Context: an optimization exercise on an open-source flow, tuned for small area and a short achievable clock period. The choices shown serve that exercise and are no tape-out recipe.
The RTL was checked by simulation tests, not by an equivalence proof against the original design.
Power figures rest on the tool's default switching activity, not on a simulated workload.

$ cat flow/config.mk
export PLATFORM = sky130hd
export DESIGN_NAME = axis_wconv_v2
export DESIGN_NICKNAME = axis_wconv_v2
export VERILOG_FILES = /design/flow/design.v
export SDC_FILE = /design/flow/constraint.sdc
export NUM_CORES = 4
export LEC_CHECK = 0
export CAP_MARGIN = 20
export CORE_MARGIN = 2
export CORE_UTILIZATION = 20
export SLEW_MARGIN = 20
$ cat flow/constraint.sdc
create_clock -name core_clock -period 7.0 [get_ports {aclk}]
set_input_delay 1.4000 -clock core_clock [delete_from_list [all_inputs] [get_ports {aclk}]]
set_output_delay 1.4000 -clock core_clock [all_outputs]
set_load 0.01 [all_outputs]
$ cat flow/run.sh
#!/bin/bash
# synth_recipe.tcl (not shown) runs the flow's synth.tcl, then flattens the netlist and writes it again
# the make line also repeats each setting of config.mk as NAME=value (left out here)
make -C /OpenROAD-flow-scripts/flow DESIGN_CONFIG=/design/flow/config.mk WORK_HOME=/design/flow/orfs CLKGATE_MAP_FILE= SYNTH_SCRIPT=/design/flow/synth_recipe.tcl finish
$ cat flow/design.v
package axis_wconv_pkg;
    function automatic integer wconv_depth(input integer nin, input integer nout);
        wconv_depth = nin + nout;
    endfunction
    function automatic integer wconv_cnt_w(input integer nin, input integer nout);
        wconv_cnt_w = $clog2(nin + nout + 1);
    endfunction
    function automatic bit wconv_params_ok(input integer nin, input integer nout);
        wconv_params_ok = (nin >= 1) && (nout >= 1);
    endfunction
endpackage
module wconv_sbuf
#(
    parameter int B    = 16,
    parameter int NIN  = 12,
    parameter int NOUT = 16,
    parameter int D    = NIN + NOUT,
    parameter int CW   = $clog2(D + 1)
) (
    input  logic              aclk,
    input  logic              areset,
    input  logic              push,
    input  logic [CW-1:0]     cnt,
    input  logic [CW-1:0]     pop_cnt,
    input  logic [NIN*B-1:0]  in_dat,
    output logic [NOUT*B-1:0] head
);
    logic [D*B-1:0] mem;
    logic [D*B-1:0] mem_nxt;
    int             base;
    always_comb begin
        mem_nxt = '0;
        base    = int'(cnt) - int'(pop_cnt);
        for (int i = 0; i < D; i++) begin
            if (i + int'(pop_cnt) < D) begin
                mem_nxt[i*B +: B] = mem[(i + int'(pop_cnt))*B +: B];
            end
            if (push && (i >= base) && (i < base + NIN)) begin
                mem_nxt[i*B +: B] = in_dat[(i - base)*B +: B];
            end
        end
    end
    always_ff @(posedge aclk) begin
        if (areset) begin
            mem <= '0;
        end else begin
            mem <= mem_nxt;
        end
    end
    assign head = mem[NOUT*B-1:0];
endmodule
module axis_wconv_v2
#(
    parameter int B    = 16,
    parameter int NIN  = 12,
    parameter int NOUT = 16
) (
    input  logic              aclk,
    input  logic              areset,
    input  logic              s_axis_tvalid,
    output logic              s_axis_tready,
    input  logic [NIN*B-1:0]  s_axis_tdata,
    input  logic              s_axis_tlast,
    output logic              m_axis_tvalid,
    input  logic              m_axis_tready,
    output logic [NOUT*B-1:0] m_axis_tdata,
    output logic              m_axis_tlast
);
    localparam int D  = axis_wconv_pkg::wconv_depth(NIN, NOUT);
    localparam int CW = axis_wconv_pkg::wconv_cnt_w(NIN, NOUT);
    if (!axis_wconv_pkg::wconv_params_ok(NIN, NOUT)) begin : g_bad_params
        $error("axis_wconv_v2: NIN and NOUT must both be at least 1");
    end
    logic [CW-1:0]     cnt;
    logic [CW-1:0]     pop_cnt;
    logic              flush;
    logic              s_rdy;
    logic              m_vld;
    logic              m_lst;
    logic              s_hs;
    logic              m_hs;
    logic [NOUT*B-1:0] head;
    assign s_rdy = (cnt <= CW'(D - NIN)) && !flush;
    assign m_vld = (cnt >= CW'(NOUT)) || (flush && (cnt != '0));
    assign m_lst = flush && (cnt <= CW'(NOUT));
    assign s_axis_tready = s_rdy && !areset;
    assign m_axis_tvalid = m_vld && !areset;
    assign m_axis_tlast  = m_lst && !areset;
    assign m_axis_tdata  = areset ? '0 : head;
    assign s_hs    = s_axis_tvalid && s_axis_tready;
    assign m_hs    = m_axis_tvalid && m_axis_tready;
    assign pop_cnt = !m_hs ? '0 : ((cnt >= CW'(NOUT)) ? CW'(NOUT) : cnt);
    always_ff @(posedge aclk) begin
        if (areset) begin
            cnt   <= '0;
            flush <= 1'b0;
        end else begin
            cnt <= cnt + (s_hs ? CW'(NIN) : '0) - pop_cnt;
            if (m_hs && m_axis_tlast) begin
                flush <= 1'b0;
            end else if (s_hs && s_axis_tlast) begin
                flush <= 1'b1;
            end
        end
    end
    wconv_sbuf #(
        .B    (B),
        .NIN  (NIN),
        .NOUT (NOUT),
        .D    (D),
        .CW   (CW)
    ) u_sbuf (
        .aclk    (aclk),
        .areset  (areset),
        .push    (s_hs),
        .cnt     (cnt),
        .pop_cnt (pop_cnt),
        .in_dat  (s_axis_tdata),
        .head    (head)
    );
endmodule
==> summary.txt <==
-- per-stage QoR --
step	instance area (um^2)	worst slack (ps)	power, uW
global route	61100	804	20800
floorplan	48400	156	8900
CTS	61100	996	19700
global placement	58900	243	16200
detailed placement	58900	248	16100
finish	61200	800	21000
-- cell type report --
class	count	area share, %
multi-input combinational	4932	59.7
timing repair buffer	984	14.9
sequential	454	14.8
tap	3185	6.51
clock buffer	79	2.82
clock inverter	30	0.675
inverter	53	0.356
antenna	54	0.221
-- logic make-up (layout without fill, tap and decap cells) --
kind of cell / Yosys count / count (layout) / synth area share [%]
adder cells (fa/ha/maj): 38 / 38 / 1.06
multiplexers: 1041 / 1041 / 28.7
AO/OA/AOI/OAI: 2015 / 2015 / 27.6
buffers and inverters: 688 / 1146 / 6.31
AND/OR/NAND/NOR: 1807 / 1807 / 16.8
flip-flops: 454 / 454 / 18.8
XOR/XNOR: 31 / 31 / 0.748
other: 0 / 54 / 0
-- path summary, 6_finish.rpt --
path,from,depth (start not counted),endpoint,slack (ps)
worst min register to register,u_sbuf.mem[324],2,u_sbuf.mem[324],510
worst max register to register,flush,15,u_sbuf.mem[129],1670
worst max-delay path,m_axis_tready,16,u_sbuf.mem[129],800
worst min-delay path,u_sbuf.mem[324],2,u_sbuf.mem[324],510
-- metal layers --
layer	part of all wire, %	vias up	global-route usage (%)
met5	0.31	-	3.57
met4	5.9	60	15.4
met3	18	1144	20.3
met2	36	6031	39.9
met1	39	30000	40.3
li1	-	23800	-
-- cell usage after synthesis, drive strengths merged (14+ instances only) --
cell type	instances	area (um^2)
a211o	41	359
a211oi	126	991
a21oi	566	2870
a221oi	32	287
a22o	81	709
a22oi	168	1260
a2bb2oi	15	131
a31oi	39	265
a32o	37	370
a32oi	82	718
and2	15	93.8
buf	308	1620
clkbuf	327	1230
dfxtp	454	9090
ha	33	413
inv	51	194
mux2	70	788
mux2i	701	7020
mux4	270	6080
nand2	851	3200
nand2b	25	156
nand3	98	490
nand3b	16	120
nor2	406	1530
nor2b	266	1670
nor3	59	337
o211ai	85	653
o21a	14	105
o21ai	351	1770
o22ai	222	1390
o2bb2ai	30	269
o31ai	21	158
o32ai	16	140
or3	28	175
xnor2	27	285
-- report_power, final --
part           total (uW)  switching [uW]  internal (uW)  leakage [uW]
registers            4100            1090           3010       0.00367
clock network        3590            1530           2060       0.00106
logic               13300            9530           3750        0.0207
-- flip-flops by register name, indices dropped and copies added (netlist names) --
signal      cells
cnt             5
u_sbuf.mem    448
flush           1
-- cells in the final DEF (no fill, tap or decap), types with 18 or more instances in the layout --
cell / synthesis / layout
or3_1: 28 / 28
nor2_1: 402 / 394
dfxtp_1: 454 / 454
a22o_1: 81 / 81
o211ai_1: 82 / 82
nor3_1: 52 / 51
o2bb2ai_1: 29 / 29
ha_1: 33 / 30
a21oi_1: 559 / 554
a211o_1: 41 / 41
mux2_2: 69 / 69
clkdlybuf4s50_1: 0 / 454
mux2i_1: 701 / 701
a31oi_1: 37 / 36
o31ai_1: 21 / 20
a22oi_1: 168 / 168
xnor2_1: 22 / 18
nand2b_1: 25 / 25
o21ai_0: 340 / 336
diode_2: 0 / 54
o22ai_1: 222 / 222
clkbuf_16: 0 / 62
buf_4: 38 / 483
nand3_1: 98 / 97
buf_12: 0 / 46
inv_1: 43 / 42
a32o_1: 37 / 37
nor2b_1: 265 / 265
a211oi_1: 120 / 119
a221oi_1: 31 / 31
mux4_2: 270 / 270
a32oi_1: 82 / 82
nand2_1: 848 / 844
-- worst max-delay path, delay by kind of cell --
family          cells  cell delay [ps]
simple gates        4             1140
buf+inv             6             1770
fa+ha+maj           3             1280
compound gates      2              810
mux                 1              370
==> summary.md <==
| Metric | Value |
|---|---|
| Hold Crit Class | reg2reg |
| Cells after Synth | 6074 |
| Clock slew at reported path FFs | 60 ps |
| Vias | 61100 |
| WL per Instance | 41.9 um |
| Min Hold Slack | 509 ps |
| Starting DRT DRC Count | 12300 |
| Max FO, Critical Path | 23 |
| Root Buffer | clkbuf_16 |
| GR Overflow Total | 0 |
| Yosys Warn Count | 2 |
| Worst-path cell chain | clkdlybuf4s50_1 > nor4bb_4 > buf_4 > nand2_8 > inv_4 > ha_4 > fa_4 > ha_1 > nor2_1 > or2_1 > buf_12 > mux2_2 > a21oi_1 > buf_4 > o22ai_1 > buf_4 |
| Routability cong. | 1.12 |
| Final setup vio count | 0 |
| Clk buf depth | 3 |
| Largest net degree at the start of global routing | 128 |
| Area of the multi-input gates | 0.0365 mm^2 |
| Nets@finish | 6721 |
| Slew @ Worst Pin | 1290 ps |
| Placed wire-length estimate | 306000 um |
| Full die area | 0.246 mm^2 |
| Layout area overhead | 26.6% |
| Register Area | 0.00909 mm^2 |
| Synth cell types | 107 |
| Skew-Pair Late Insertion Delay | 740 ps |
| Final Hold Viols | 0 |
| Outcome | no timing/DRC/antenna violations |
| Synth Cell Area | 0.0484 mm^2 |
| DRT Wirelength | 409000 um |
| IO Pins | 456 |
| CP peak stage delay | 730 ps |
| Fin util | 25.4% |
| Critical Path RT | 7630 ps |
| CTS buffer count | 61 |
| RSZ-0062 raised after global routing | no |
| Sequential area share after synthesis | 18.8% |
| Arr. time, crit path | 6830 ps |
| F_max | 0.161 GHz |
| Antenna violations before repair | 93 |
| Hold Buf Count CTS | 0 |
| Top FF cell, synth | dfxtp_1 |
| First-pass iteration count of the detailed router | 12 |
| Slowest CP cell | fa_4 |
| First-pass GRT wire length | 525000 um |
| Leak Pwr | 0.0254 uW |
| Max-cap violations | 0 |
| Core area | 0.241 mm^2 |
| Post-synth EDFFs | 0 |
| Buffers added on ports | 455 |
| Worst VDD drop | 0.000259 V |
| Fin cells | 9771 |
| Vias per cell | 6.26 |
| Clock skew | 38.6 ps |
| Crit. End Element | flip-flop |
| Initial core utilization | 20.1% |
| DRC viols | 0 |
| Number of global-route vias before repair | 54000 |
| Post-route clock period utilization | 88.6% |
| Cell count after placement | 9608 |
| # H-tree levels | 2 |
| Die height | 496 um |
| CTS Sinks | 454 |
| Ys async rst share | 0% |
| Syn Area/Cell | 7.96 um^2 |
| Yosys reg bits | 454 |
| Mapped Nets | 6309 |
| Minimum clock period after layout | 6200 ps |
| Kind of critical path | in2reg |
| Total GRT Usage | 31.7% |
| Worst rel slew slack | 13.9% |
| Most frequent CP cell | buf_4 |
| Slew Limit Fails | 0 |
| Setup TNS | 0 ps |
| Layout cells sized above 1 | 16.8% |
| CTS resizes | 0 |
| Die W | 496 um |
| CTS tree | done |
| Fill cell count | 26200 |
| Rows | 180 |
| CP Launch Type | primary input |
| Pwr per Cell Area | 343 mW/mm^2 |
| Setup bufs post-CTS | 0 |
| DRT antenna net count | 0 |

## port drivers added, routing unchanged
Ports are ideal in the flow. The routed layout listed here was re-timed in OpenROAD.
Step 1 (the two cells are an assumption about what drives the block):
set clk [get_ports {aclk}]
set_driving_cell -lib_cell sky130_fd_sc_hd__clkbuf_16 $clk
set_driving_cell -lib_cell sky130_fd_sc_hd__buf_2 [delete_from_list [all_inputs] $clk]
Step 2 also shifts input and output timing later by t, the mid clock arrival at the registers, as if the neighbouring blocks saw the same clock.
a / b / c = ideal ports / drivers / drivers and shift; a / b = the first two.
t, ns: 0.807
setup WS [ns]: 0.800 / 0.854 / 0.047
worst register clock-pin slew, ns: 0.07 / 0.07
worst slew at a driven data input, ns: 0.16
cell pins on the clock port's net: 1
After both steps setup and hold are still met in this run. For this run, drivers alone change the setup slack by +0.054 ns; drivers and shift together by -0.753 ns.
